Background: an optimization exercise with open tools, aiming at small area, a short achievable clock period and few clock cycles per item. Do not read the settings as production practice.
The RTL was checked by simulation tests, not by an equivalence proof against the original design.
Power is estimated from default activity; no workload was simulated.

==> inputs of job 4564 <==
==> flow/design.v <==
package rsc_pkg;
    localparam int STACK_DEPTH_DEF = 16;
endpackage
module rsc_add #(
    parameter int N = 32
) (
    input  logic [N-1:0] a,
    input  logic [N-1:0] b,
    input  logic         ci,
    output logic [N-1:0] s,
    output logic         co
);
    localparam int L = $clog2(N + 1);
    logic [N:0] g, p, gg, pp;
    always_comb begin
        g = {a & b, ci};
        p = {a ^ b, 1'b0};
        gg = g;
        pp = p;
        for (int l = 0; l < L; l++) begin
            for (int i = 0; i <= N; i++) begin
                if (((i >> l) & 1) == 1) begin
                    gg[i] = gg[i] | (pp[i] & gg[((i >> l) << l) - 1]);
                    pp[i] = pp[i] & pp[((i >> l) << l) - 1];
                end
            end
        end
    end
    assign s  = p[N:1] ^ gg[N-1:0];
    assign co = gg[N];
endmodule
module rpn_stack_calculator_top #(
    parameter int STACK_DEPTH = rsc_pkg::STACK_DEPTH_DEF
) (
    input  logic        i_clk,
    input  logic        i_rst_n,
    input  logic        i_in_valid,
    output logic        o_in_ready,
    input  logic [2:0]  i_req_type,
    input  logic [31:0] i_operand_value,
    output logic        o_out_valid,
    input  logic        i_out_ready,
    output logic [31:0] o_result_value,
    output logic [31:0] o_top_value,
    output logic [4:0]  o_stack_depth,
    output logic [2:0]  o_status
);
    localparam int MB = 8;           
    localparam int NI = 32 / MB;     
    localparam int W  = 32 + MB;     
    localparam logic [2:0] U_IDLE = 3'd0, U_MIT = 3'd1, U_MF1 = 3'd2, U_DIT = 3'd3, U_FIN = 3'd4;
    logic [31:0] r_t, r_s;
    logic [31:0] r_mem [14];
    logic [4:0]  r_d;
    logic        q_v, s_v;
    logic [2:0]  q_t, s_t;
    logic [31:0] q_op;
    logic        r_ov, r_ir;
    logic [2:0]  r_st;
    logic        r_rf;
    logic [2:0]  r_u;
    logic [31:0] r_a, r_b, r_cs, r_cc;
    logic        r_cin, r_sgn, r_sa, r_sat;
    logic [15:0] r_pc;
    logic [4:0]  r_ic;
    logic busy, take, out_free, exec, q_free;
    assign busy     = (r_u != U_IDLE);
    assign take     = i_in_valid & r_ir;
    assign out_free = ~r_ov | i_out_ready;
    assign exec     = q_v & ~busy & out_free;
    assign q_free   = ~q_v | exec;
    logic full, few, is_push, is_bin, is_add, is_sub, is_mul, is_div, is_pow;
    assign full    = r_d[4];
    assign few     = (r_d[4:1] == 4'd0);
    assign is_push = (q_t == 3'd0);
    assign is_add  = (q_t == 3'd1);
    assign is_sub  = (q_t == 3'd2);
    assign is_mul  = (q_t == 3'd3);
    assign is_div  = (q_t == 3'd4);
    assign is_pow  = (q_t == 3'd5);
    assign is_bin  = is_add | is_sub | is_mul | is_div | is_pow;
    logic [32:0] as;
    logic        as_co, as_sat, t_zero, s_zero, pow_triv;
    logic [31:0] as_q, dz_q, pt_q;
    logic [32:0] ad, sb;
    logic        ad_co, sb_co, ad_sat, sb_sat;
    logic [31:0] ad_q, sb_q;
    rsc_add #(33) u_ad (.a({r_s[31], r_s}), .b({r_t[31], r_t}), .ci(1'b0), .s(ad), .co(ad_co));
    rsc_add #(33) u_sb (.a({r_s[31], r_s}), .b(~{r_t[31], r_t}), .ci(1'b1), .s(sb), .co(sb_co));
    assign ad_sat = ad[32] ^ ad[31];
    assign sb_sat = sb[32] ^ sb[31];
    assign ad_q   = ad_sat ? {ad[32], {31{~ad[32]}}} : ad[31:0];
    assign sb_q   = sb_sat ? {sb[32], {31{~sb[32]}}} : sb[31:0];
    assign as_sat = q_t[1] ? sb_sat : ad_sat;
    assign as_q   = q_t[1] ? sb_q : ad_q;
    assign t_zero  = (r_t == 32'd0);
    assign s_zero  = (r_s == 32'd0);
    assign dz_q    = s_zero ? 32'd0 : {r_s[31], {31{~r_s[31]}}};
    assign pow_triv = ($signed(r_t) <= $signed(32'h0001_0000));
    assign pt_q    = t_zero ? 32'h0001_0000 : r_s;
    logic [31:0] abs_s, abs_t;
    assign abs_s = r_s[31] ? 32'(-r_s) : r_s;
    assign abs_t = r_t[31] ? 32'(-r_t) : r_t;
    logic        div_esat;
    assign div_esat = (r_ic == 5'd0) && (r_a[31:16] == 16'd0) && (r_cs[15:0] >= r_a[15:0]);
    logic [15:0] pow_n1;
    assign pow_n1 = r_t[31:16] + {15'd0, |r_t[15:0]} - 16'd1;
    logic [31:0] rd3;
    always_comb begin
        rd3 = '0;
        for (int i = 0; i < 14; i++) begin
            rd3 = rd3 | (r_mem[i] & {32{r_d == 5'(i + 3)}});
        end
    end
    logic push_ok, bin_ok, multi, single, res_ok;
    logic [31:0] t_new;
    logic [2:0]  st_new;
    assign push_ok = is_push & ~full;
    assign bin_ok  = is_bin & ~few;
    assign multi   = bin_ok & (is_mul | (is_div & ~t_zero) | (is_pow & ~pow_triv));
    assign single  = ~multi;
    assign res_ok  = push_ok | bin_ok;
    always_comb begin
        t_new  = r_t;
        st_new = 3'd0;
        if (is_push) begin
            if (full) st_new = 3'd2;
            else      t_new  = q_op;
        end else if (is_bin) begin
            if (few) begin
                st_new = 3'd1;
            end else if (is_add | is_sub) begin
                t_new  = as_q;
                st_new = as_sat ? 3'd4 : 3'd0;
            end else if (is_div) begin
                t_new  = dz_q;
                st_new = 3'd3;
            end else begin
                t_new  = pt_q;
            end
        end
    end
    logic [W-1:0] pp [MB];
    logic [W-1:0] m_s, m_c;
    logic [MB:0]  m_lo;
    always_comb begin
        for (int k = 0; k < MB; k++) pp[k] = r_b[k] ? (W'(r_a) << k) : '0;
    end
    function automatic logic [2*W-1:0] csa(input logic [W-1:0] x, input logic [W-1:0] y, input logic [W-1:0] z);
        logic [W-1:0] s, c;
        s = x ^ y ^ z;
        c = ((x & y) | (x & z) | (y & z)) << 1;
        csa = {s, c};
    endfunction
    generate
        if (MB == 8) begin : g_m8
            logic [W-1:0] a0, a1, b0, b1, c0, c1, d0, d1, e0, e1, f0, f1, g0, g1, h0, h1;
            always_comb begin
                {a0, a1} = csa(W'(r_cs), W'(r_cc), pp[0]);
                {b0, b1} = csa(pp[1], pp[2], pp[3]);
                {c0, c1} = csa(pp[4], pp[5], pp[6]);
                {d0, d1} = csa(a0, a1, b0);
                {e0, e1} = csa(b1, c0, c1);
                {f0, f1} = csa(d0, d1, e0);
                {g0, g1} = csa(f0, f1, e1);
                {h0, h1} = csa(g0, g1, pp[7]);
                m_s = h0;
                m_c = h1;
            end
        end else begin : g_m4
            logic [W-1:0] a0, a1, b0, b1, c0, c1, d0, d1;
            always_comb begin
                {a0, a1} = csa(W'(r_cs), W'(r_cc), pp[0]);
                {b0, b1} = csa(pp[1], pp[2], pp[3]);
                {c0, c1} = csa(a0, a1, b0);
                {d0, d1} = csa(c0, c1, b1);
                m_s = d0;
                m_c = d1;
            end
        end
    endgenerate
    assign m_lo = {1'b0, m_s[MB-1:0]} + {1'b0, m_c[MB-1:0]} + {{MB{1'b0}}, r_cin};
    logic [31:0] h;
    logic        h_co, m_sat;
    logic [31:0] m_mag;
    rsc_add #(32) u_h (.a(r_cs), .b(r_cc), .ci(r_cin), .s(h), .co(h_co));
    assign m_sat = r_sgn ? ((h[31:16] != 16'd0) || (h[15] && ({h[14:0], r_b[31:16]} != 31'd0)))
                         : (h[31:15] != 17'd0);
    assign m_mag = m_sat ? {r_sgn, {31{~r_sgn}}} : {h[15:0], r_b[31:16]};
    logic [15:0] m_nlo, m_nhi;
    logic [31:0] m_q;
    assign m_nlo = 16'(-r_b[31:16]);
    assign m_nhi = ~h[15:0] + {15'd0, (r_b[31:16] == 16'd0)};
    assign m_q   = m_sat ? {r_sgn, {31{~r_sgn}}} : (r_sgn ? {m_nhi, m_nlo} : {h[15:0], r_b[31:16]});
    logic [32:0] x1;
    logic [33:0] x2;
    logic [33:0] sub1;
    logic [35:0] suba, subb, cs_u, cs_v;
    logic        co1, coa, cob;
    logic        ge1, ge2;
    logic [31:0] r2;
    assign x1 = {r_cs, r_b[31]};
    assign x2 = {r_cs, r_b[31], r_b[30]};
    rsc_add #(34) u_d1 (.a({1'b0, x1}), .b(~{2'b0, r_a}), .ci(1'b1), .s(sub1), .co(co1));
    rsc_add #(36) u_da (.a({2'b0, x2}), .b(~{4'b0, r_a}), .ci(1'b1), .s(suba), .co(coa));
    always_comb begin
        logic [35:0] o0, o1, o2;
        o0 = {2'b0, x2};
        o1 = ~{3'b0, r_a, 1'b0};
        o2 = ~{4'b0, r_a};
        cs_u = o0 ^ o1 ^ o2;
        cs_v = {((o0[34:0] & o1[34:0]) | (o0[34:0] & o2[34:0]) | (o1[34:0] & o2[34:0])), 1'b1};
    end
    rsc_add #(36) u_db (.a(cs_u), .b(cs_v), .ci(1'b1), .s(subb), .co(cob));
    logic [31:0] xs, sk_d;
    logic        sk_co, skip8;
    assign xs = {r_cs[23:0], r_b[31:24]};
    rsc_add #(32) u_dk (.a(xs), .b(~r_a), .ci(1'b1), .s(sk_d), .co(sk_co));
    assign skip8 = (r_cs[31:24] == 8'd0) & ~sk_co & (r_ic <= 5'd12);
    assign ge1 = ~sub1[33];
    assign ge2 = ge1 ? ~subb[35] : ~suba[35];
    always_comb begin
        case ({ge1, ge2})
            2'b11:   r2 = subb[31:0];
            2'b10:   r2 = {sub1[30:0], r_b[30]};
            2'b01:   r2 = suba[31:0];
            default: r2 = x2[31:0];
        endcase
    end
    logic        f_sat;
    logic [31:0] f_q;
    assign f_sat = r_sgn ? (r_b[31] & (|r_b[30:0])) : r_b[31];
    assign f_q   = f_sat ? {r_sgn, {31{~r_sgn}}} : (r_sgn ? 32'(-r_b) : r_b);
    logic fin;
    assign fin = (r_u == U_FIN);
    logic q_v_nx, s_v_nx, busy_nx;
    assign q_v_nx  = q_free ? (s_v | take) : 1'b1;
    assign s_v_nx  = ~q_free & (s_v | take);
    assign busy_nx = (exec & multi) | (busy & ~fin & ~((r_u == U_MF1) & (r_pc == 16'd1)));
    always_ff @(posedge i_clk) begin
        if (!i_rst_n) begin
            r_d  <= '0;
            r_ov <= 1'b0;
            r_ir <= 1'b1;
            q_v  <= 1'b0;
            s_v  <= 1'b0;
            r_u  <= U_IDLE;
        end else begin
            if (q_free) begin
                if (s_v) begin
                    q_v  <= 1'b1;
                    q_t  <= s_t;
                    q_op <= r_a;
                    s_v  <= 1'b0;
                end else if (take) begin
                    q_v  <= 1'b1;
                    q_t  <= i_req_type;
                    q_op <= i_operand_value;
                end else begin
                    q_v  <= 1'b0;
                end
            end else if (take) begin
                s_v <= 1'b1;
                s_t <= i_req_type;
                r_a <= i_operand_value;
            end
            r_ir <= ~s_v_nx & ~(busy_nx & q_v_nx);
            if (r_ov && i_out_ready) r_ov <= 1'b0;
            if (exec && single) begin
                r_ov <= 1'b1;
                r_st <= st_new;
                r_rf <= res_ok;
            end
            if (exec) begin
                if (push_ok) begin
                    r_s <= r_t;
                    r_d <= r_d + 5'd1;
                end
                if (bin_ok) begin
                    r_s <= rd3;
                    r_d <= r_d - 5'd1;
                end
                if (multi) begin
                    r_cs  <= '0;
                    r_cc  <= '0;
                    r_cin <= 1'b0;
                    r_sat <= 1'b0;
                    r_ic  <= '0;
                    r_sa  <= r_s[31];
                    if (is_div) begin
                        r_a   <= abs_t;
                        r_cs  <= {16'd0, abs_s[31:16]};
                        r_b   <= {abs_s[15:0], 16'd0};
                        r_sgn <= r_s[31] ^ r_t[31];
                        r_u   <= U_DIT;
                    end else begin
                        r_a   <= abs_s;
                        r_b   <= is_pow ? abs_s : abs_t;
                        r_sgn <= is_pow ? 1'b0 : (r_s[31] ^ r_t[31]);
                        r_pc  <= is_pow ? pow_n1 : 16'd1;
                        r_u   <= U_MIT;
                    end
                end
            end
            case (r_u)
                U_MIT: begin
                    r_cs  <= 32'(m_s >> MB);
                    r_cc  <= 32'(m_c >> MB);
                    r_cin <= m_lo[MB];
                    r_b   <= {m_lo[MB-1:0], r_b[31:MB]};
                    r_ic  <= r_ic + 4'd1;
                    if (r_ic == 4'(NI - 1)) r_u <= U_MF1;
                end
                U_MF1: begin
                    r_b   <= m_mag;
                    r_sat <= r_sat | m_sat;
                    r_cs  <= '0;
                    r_cc  <= '0;
                    r_cin <= 1'b0;
                    r_ic  <= '0;
                    if (r_pc == 16'd1) begin
                        r_rf <= 1'b1;
                        r_st <= (r_sat | m_sat) ? 3'd4 : 3'd0;
                        r_ov <= 1'b1;
                        r_u  <= U_IDLE;
                    end else begin
                        r_pc  <= r_pc - 16'd1;
                        r_sgn <= r_sgn ^ r_sa;
                        r_u   <= U_MIT;
                    end
                end
                U_DIT: begin
                    if (div_esat) begin
                        r_b <= 32'hFFFF_FFFF;
                        r_u <= U_FIN;
                    end else if (skip8) begin
                        r_cs <= xs;
                        r_b  <= {r_b[23:0], 8'd0};
                        r_ic <= r_ic + 5'd4;
                        if (r_ic == 5'd12) r_u <= U_FIN;
                    end else begin
                        r_cs <= r2;
                        r_b  <= {r_b[29:0], ge1, ge2};
                        r_ic <= r_ic + 5'd1;
                        if (r_ic == 5'd15) r_u <= U_FIN;
                    end
                end
                U_FIN: begin
                    r_rf  <= 1'b1;
                    r_st  <= (r_sat | f_sat) ? 3'd4 : 3'd0;
                    r_ov  <= 1'b1;
                    r_u   <= U_IDLE;
                end
                default: ;
            endcase
        end
    end
    logic t_op, t_ad, t_sb, t_dz, t_pt, t_m, t_f, t_h;
    assign t_op = exec & push_ok;
    assign t_ad = exec & bin_ok & is_add;
    assign t_sb = exec & bin_ok & is_sub;
    assign t_dz = exec & bin_ok & is_div & t_zero;
    assign t_pt = exec & bin_ok & is_pow & pow_triv;
    assign t_m  = (r_u == U_MF1) & (r_pc == 16'd1);
    assign t_f  = fin;
    assign t_h  = ~(t_op | t_ad | t_sb | t_dz | t_pt | t_m | t_f);
    always_ff @(posedge i_clk) begin
        r_t <= {32{i_rst_n}} & (({32{t_op}} & q_op) | ({32{t_ad}} & ad_q) | ({32{t_sb}} & sb_q)
                              | ({32{t_dz}} & dz_q) | ({32{t_pt}} & pt_q) | ({32{t_m}} & m_q)
                              | ({32{t_f}} & f_q) | ({32{t_h}} & r_t));
    end
    always_ff @(posedge i_clk) begin
        for (int i = 0; i < 14; i++) begin
            if (exec && push_ok && r_d == 5'(i + 2)) r_mem[i] <= r_s;
        end
    end
    assign o_in_ready     = r_ir;
    assign o_out_valid    = r_ov;
    assign o_result_value = r_rf ? r_t : 32'd0;
    assign o_top_value    = r_t;
    assign o_stack_depth  = r_d;
    assign o_status       = r_st;
endmodule
==> flow/run.sh <==
#!/bin/bash
# synth_recipe.tcl (not shown) runs the flow's synth.tcl, then flattens the netlist and writes it again
# the make line also repeats each setting of config.mk as NAME=value (left out here)
make -C /OpenROAD-flow-scripts/flow DESIGN_CONFIG=/design/flow/config.mk WORK_HOME=/design/flow/orfs CLKGATE_MAP_FILE= SYNTH_SCRIPT=/design/flow/synth_recipe.tcl finish
==> flow/config.mk <==
export PLATFORM = sky130hd
export DESIGN_NAME = rpn_stack_calculator_top
export DESIGN_NICKNAME = rpn_stack_calculator_top
export VERILOG_FILES = /design/flow/design.v
export SDC_FILE = /design/flow/constraint.sdc
export NUM_CORES = 4
export LEC_CHECK = 0
export CAP_MARGIN = 35
export CORE_MARGIN = 2
export CORE_UTILIZATION = 40
export SETUP_SLACK_MARGIN = 5
export SLEW_MARGIN = 35
==> flow/constraint.sdc <==
create_clock -name core_clock -period 10.0 [get_ports {i_clk}]
set_input_delay 2.0000 -clock core_clock [delete_from_list [all_inputs] [get_ports {i_clk}]]
set_output_delay 2.0000 -clock core_clock [all_outputs]
set_load 0.01 [all_outputs]
==> job 9687 (differences from job 4564) <==
- ABC_AREA: not set -> 1
==> job 2126 (differences from job 4564) <==
--- a/flow/design.v
+++ b/flow/design.v
@@ -60,7 +60,7 @@
     logic        r_rf;
     logic [2:0]  r_u;
     logic [31:0] r_a, r_b, r_cs, r_cc;
-    logic        r_cin, r_sgn, r_sa, r_sat;
+    logic        r_cin, r_sgn, r_sa, r_sat, r_tz, r_sz, r_tr, r_dz;
     logic [15:0] r_pc;
     logic [4:0]  r_ic;
     logic busy, take, out_free, exec, q_free;
@@ -81,23 +81,13 @@
     assign is_bin  = is_add | is_sub | is_mul | is_div | is_pow;
     logic [32:0] as;
     logic        as_co, as_sat, t_zero, s_zero, pow_triv;
-    logic [31:0] as_q, dz_q, pt_q;
-    logic [32:0] ad, sb;
-    logic        ad_co, sb_co, ad_sat, sb_sat;
-    logic [31:0] ad_q, sb_q;
-    rsc_add #(33) u_ad (.a({r_s[31], r_s}), .b({r_t[31], r_t}), .ci(1'b0), .s(ad), .co(ad_co));
-    rsc_add #(33) u_sb (.a({r_s[31], r_s}), .b(~{r_t[31], r_t}), .ci(1'b1), .s(sb), .co(sb_co));
-    assign ad_sat = ad[32] ^ ad[31];
-    assign sb_sat = sb[32] ^ sb[31];
-    assign ad_q   = ad_sat ? {ad[32], {31{~ad[32]}}} : ad[31:0];
-    assign sb_q   = sb_sat ? {sb[32], {31{~sb[32]}}} : sb[31:0];
-    assign as_sat = q_t[1] ? sb_sat : ad_sat;
-    assign as_q   = q_t[1] ? sb_q : ad_q;
+    logic [31:0] as_q;
+    rsc_add #(33) u_as (.a({r_s[31], r_s}), .b({r_t[31], r_t} ^ {33{q_t[1]}}), .ci(q_t[1]), .s(as), .co(as_co));
+    assign as_sat  = as[32] ^ as[31];
+    assign as_q    = as_sat ? {as[32], {31{~as[32]}}} : as[31:0];
     assign t_zero  = (r_t == 32'd0);
     assign s_zero  = (r_s == 32'd0);
-    assign dz_q    = s_zero ? 32'd0 : {r_s[31], {31{~r_s[31]}}};
     assign pow_triv = ($signed(r_t) <= $signed(32'h0001_0000));
-    assign pt_q    = t_zero ? 32'h0001_0000 : r_s;
     logic [31:0] abs_s, abs_t;
     assign abs_s = r_s[31] ? 32'(-r_s) : r_s;
     assign abs_t = r_t[31] ? 32'(-r_t) : r_t;
@@ -117,7 +107,7 @@
     logic [2:0]  st_new;
     assign push_ok = is_push & ~full;
     assign bin_ok  = is_bin & ~few;
-    assign multi   = bin_ok & (is_mul | (is_div & ~t_zero) | (is_pow & ~pow_triv));
+    assign multi   = bin_ok & (is_mul | is_div | is_pow);
     assign single  = ~multi;
     assign res_ok  = push_ok | bin_ok;
     always_comb begin
@@ -129,14 +119,9 @@
         end else if (is_bin) begin
             if (few) begin
                 st_new = 3'd1;
-            end else if (is_add | is_sub) begin
+            end else begin
                 t_new  = as_q;
                 st_new = as_sat ? 3'd4 : 3'd0;
-            end else if (is_div) begin
-                t_new  = dz_q;
-                st_new = 3'd3;
-            end else begin
-                t_new  = pt_q;
             end
         end
     end
@@ -240,6 +225,7 @@
     always_ff @(posedge i_clk) begin
         if (!i_rst_n) begin
             r_d  <= '0;
+            r_t  <= '0;
             r_ov <= 1'b0;
             r_ir <= 1'b1;
             q_v  <= 1'b0;
@@ -270,6 +256,7 @@
                 r_ov <= 1'b1;
                 r_st <= st_new;
                 r_rf <= res_ok;
+                r_t  <= t_new;
             end
             if (exec) begin
                 if (push_ok) begin
@@ -287,6 +274,10 @@
                     r_sat <= 1'b0;
                     r_ic  <= '0;
                     r_sa  <= r_s[31];
+                    r_tz  <= t_zero;
+                    r_sz  <= s_zero;
+                    r_tr  <= is_pow & pow_triv;
+                    r_dz  <= 1'b0;
                     if (is_div) begin
                         r_a   <= abs_t;
                         r_cs  <= {16'd0, abs_s[31:16]};
@@ -304,12 +295,19 @@
             end
             case (r_u)
                 U_MIT: begin
-                    r_cs  <= 32'(m_s >> MB);
-                    r_cc  <= 32'(m_c >> MB);
-                    r_cin <= m_lo[MB];
-                    r_b   <= {m_lo[MB-1:0], r_b[31:MB]};
-                    r_ic  <= r_ic + 4'd1;
-                    if (r_ic == 4'(NI - 1)) r_u <= U_MF1;
+                    r_tr <= 1'b0;
+                    if (r_tr) begin
+                        r_b   <= r_tz ? 32'h0001_0000 : r_a;
+                        r_sgn <= ~r_tz & r_sa;
+                        r_u   <= U_FIN;
+                    end else begin
+                        r_cs  <= 32'(m_s >> MB);
+                        r_cc  <= 32'(m_c >> MB);
+                        r_cin <= m_lo[MB];
+                        r_b   <= {m_lo[MB-1:0], r_b[31:MB]};
+                        r_ic  <= r_ic + 5'd1;
+                        if (r_ic == 5'(NI - 1)) r_u <= U_MF1;
+                    end
                 end
                 U_MF1: begin
                     r_b   <= m_mag;
@@ -319,6 +317,7 @@
                     r_cin <= 1'b0;
                     r_ic  <= '0;
                     if (r_pc == 16'd1) begin
+                        r_t  <= m_q;
                         r_rf <= 1'b1;
                         r_st <= (r_sat | m_sat) ? 3'd4 : 3'd0;
                         r_ov <= 1'b1;
@@ -330,7 +329,11 @@
                     end
                 end
                 U_DIT: begin
-                    if (div_esat) begin
+                    if ((r_ic == 5'd0) && r_tz) begin
+                        r_b  <= {32{~r_sz}};
+                        r_dz <= 1'b1;
+                        r_u  <= U_FIN;
+                    end else if (div_esat) begin
                         r_b <= 32'hFFFF_FFFF;
                         r_u <= U_FIN;
                     end else if (skip8) begin
@@ -346,8 +349,9 @@
                     end
                 end
                 U_FIN: begin
+                    r_t   <= f_q;
                     r_rf  <= 1'b1;
-                    r_st  <= (r_sat | f_sat) ? 3'd4 : 3'd0;
+                    r_st  <= r_dz ? 3'd3 : ((r_sat | f_sat) ? 3'd4 : 3'd0);
                     r_ov  <= 1'b1;
                     r_u   <= U_IDLE;
                 end
@@ -355,20 +359,6 @@
             endcase
         end
     end
-    logic t_op, t_ad, t_sb, t_dz, t_pt, t_m, t_f, t_h;
-    assign t_op = exec & push_ok;
-    assign t_ad = exec & bin_ok & is_add;
-    assign t_sb = exec & bin_ok & is_sub;
-    assign t_dz = exec & bin_ok & is_div & t_zero;
-    assign t_pt = exec & bin_ok & is_pow & pow_triv;
-    assign t_m  = (r_u == U_MF1) & (r_pc == 16'd1);
-    assign t_f  = fin;
-    assign t_h  = ~(t_op | t_ad | t_sb | t_dz | t_pt | t_m | t_f);
-    always_ff @(posedge i_clk) begin
-        r_t <= {32{i_rst_n}} & (({32{t_op}} & q_op) | ({32{t_ad}} & ad_q) | ({32{t_sb}} & sb_q)
-                              | ({32{t_dz}} & dz_q) | ({32{t_pt}} & pt_q) | ({32{t_m}} & m_q)
-                              | ({32{t_f}} & f_q) | ({32{t_h}} & r_t));
-    end
     always_ff @(posedge i_clk) begin
         for (int i = 0; i < 14; i++) begin
             if (exec && push_ok && r_d == 5'(i + 2)) r_mem[i] <= r_s;
- ABC_AREA: not set -> 1
==> summary.txt <==
Outcome: job 2126 no timing/DRC/antenna violations; job 9687 no timing/DRC/antenna violations; job 4564 no timing/DRC/antenna violations
End-of-flow core utilization: job 2126 45.4%; job 9687 45.9%; job 4564 46.2%
Synth Area in Compound Gates: job 2126 12.7%; job 9687 12.2%; job 4564 18.5%
Post-DP HPWL: job 2126 164,000 um; job 9687 166,000 um; job 4564 151,000 um
Post-synth EDFFs: job 2126 679; job 9687 675; job 4564 675
Switching Power: job 2126 6440 uW; job 9687 11,300 uW; job 4564 3060 uW
Total stage count of the critical path: job 2126 16; job 9687 17; job 4564 15
Signal buf overhead: job 2126 4.35%; job 9687 4.67%; job 4564 5.37%
Storage element area: job 2126 21,300 um^2; job 9687 21,200 um^2; job 4564 21,200 um^2
Part of the Yosys area used for sequential elements: job 2126 38.3%; job 9687 37.5%; job 4564 38.8%
Post-Place Worst Slack: job 2126 3.78 ns; job 9687 4.25 ns; job 4564 3.46 ns
Metal1 wirelength: job 2126 87,800 um; job 9687 91,300 um; job 4564 84,300 um
Syn Area/Cell: job 2126 8.32 um^2; job 9687 8.25 um^2; job 4564 9.93 um^2
Vias in the first global route: job 2126 46,963; job 9687 49,186; job 4564 45,329
Terminus of the critical flop-to-flop path: job 2126 r_b[14]; job 9687 r_t[23]; job 4564 r_cs[26]
Longest individual stage delay on the worst path: job 2126 0.46 ns; job 9687 0.80 ns; job 4564 0.53 ns
Number of diodes: job 2126 2; job 9687 3; job 4564 1
Number of register bits inferred by synthesis: job 2126 723; job 9687 719; job 4564 719
Destination of the worst hold path: job 2126 q_t[2]; job 9687 q_t[2]; job 4564 q_t[0]
Testbench counts of job 4564, summed over its fixed seeds: cycles 13,930, items 4,000.
Testbench counts of job 9687, summed over its fixed seeds: cycles 13,930, items 4,000.
Testbench counts of job 2126, summed over its fixed seeds: cycles 14,062, items 4,000.

separate check: timing with driven ports:
No port has a modelled driver above. Below, the same layouts with a new extraction and two added sets of constraints. Step 1: set_driving_cell puts a clkbuf_16 on i_clk and a buf_2 on each other input, an assumption about the parent block. Step 2 adds t to the input delays and takes it off the output delays; t is the mean of the earliest and latest rising clock arrival at the registers after step 1. Input paths then give back, and output paths get back, about the clock's delay inside the block. Slacks: ideal ports / drivers / drivers and shift; pairs: ideal ports / drivers.
run | t (ns) | setup WS [ns] | worst register clock-pin slew, ns | worst data-port slew with drivers (ns) | cell pins on the clock port's net
job 4564 | 0.740 | 5.080 / 5.080 / 4.509 | 0.07 / 0.07 | 0.15 | 1
job 9687 | 0.770 | 5.167 / 5.167 / 4.655 | 0.07 / 0.07 | 0.28 | 1
job 2126 | 0.770 | 5.079 / 5.127 / 4.357 | 0.07 / 0.07 | 0.06 | 1
After both steps setup and hold are still met in every run listed. For job 2126, which loses most, drivers alone change the setup slack by +0.048 ns; drivers and shift together by -0.722 ns.
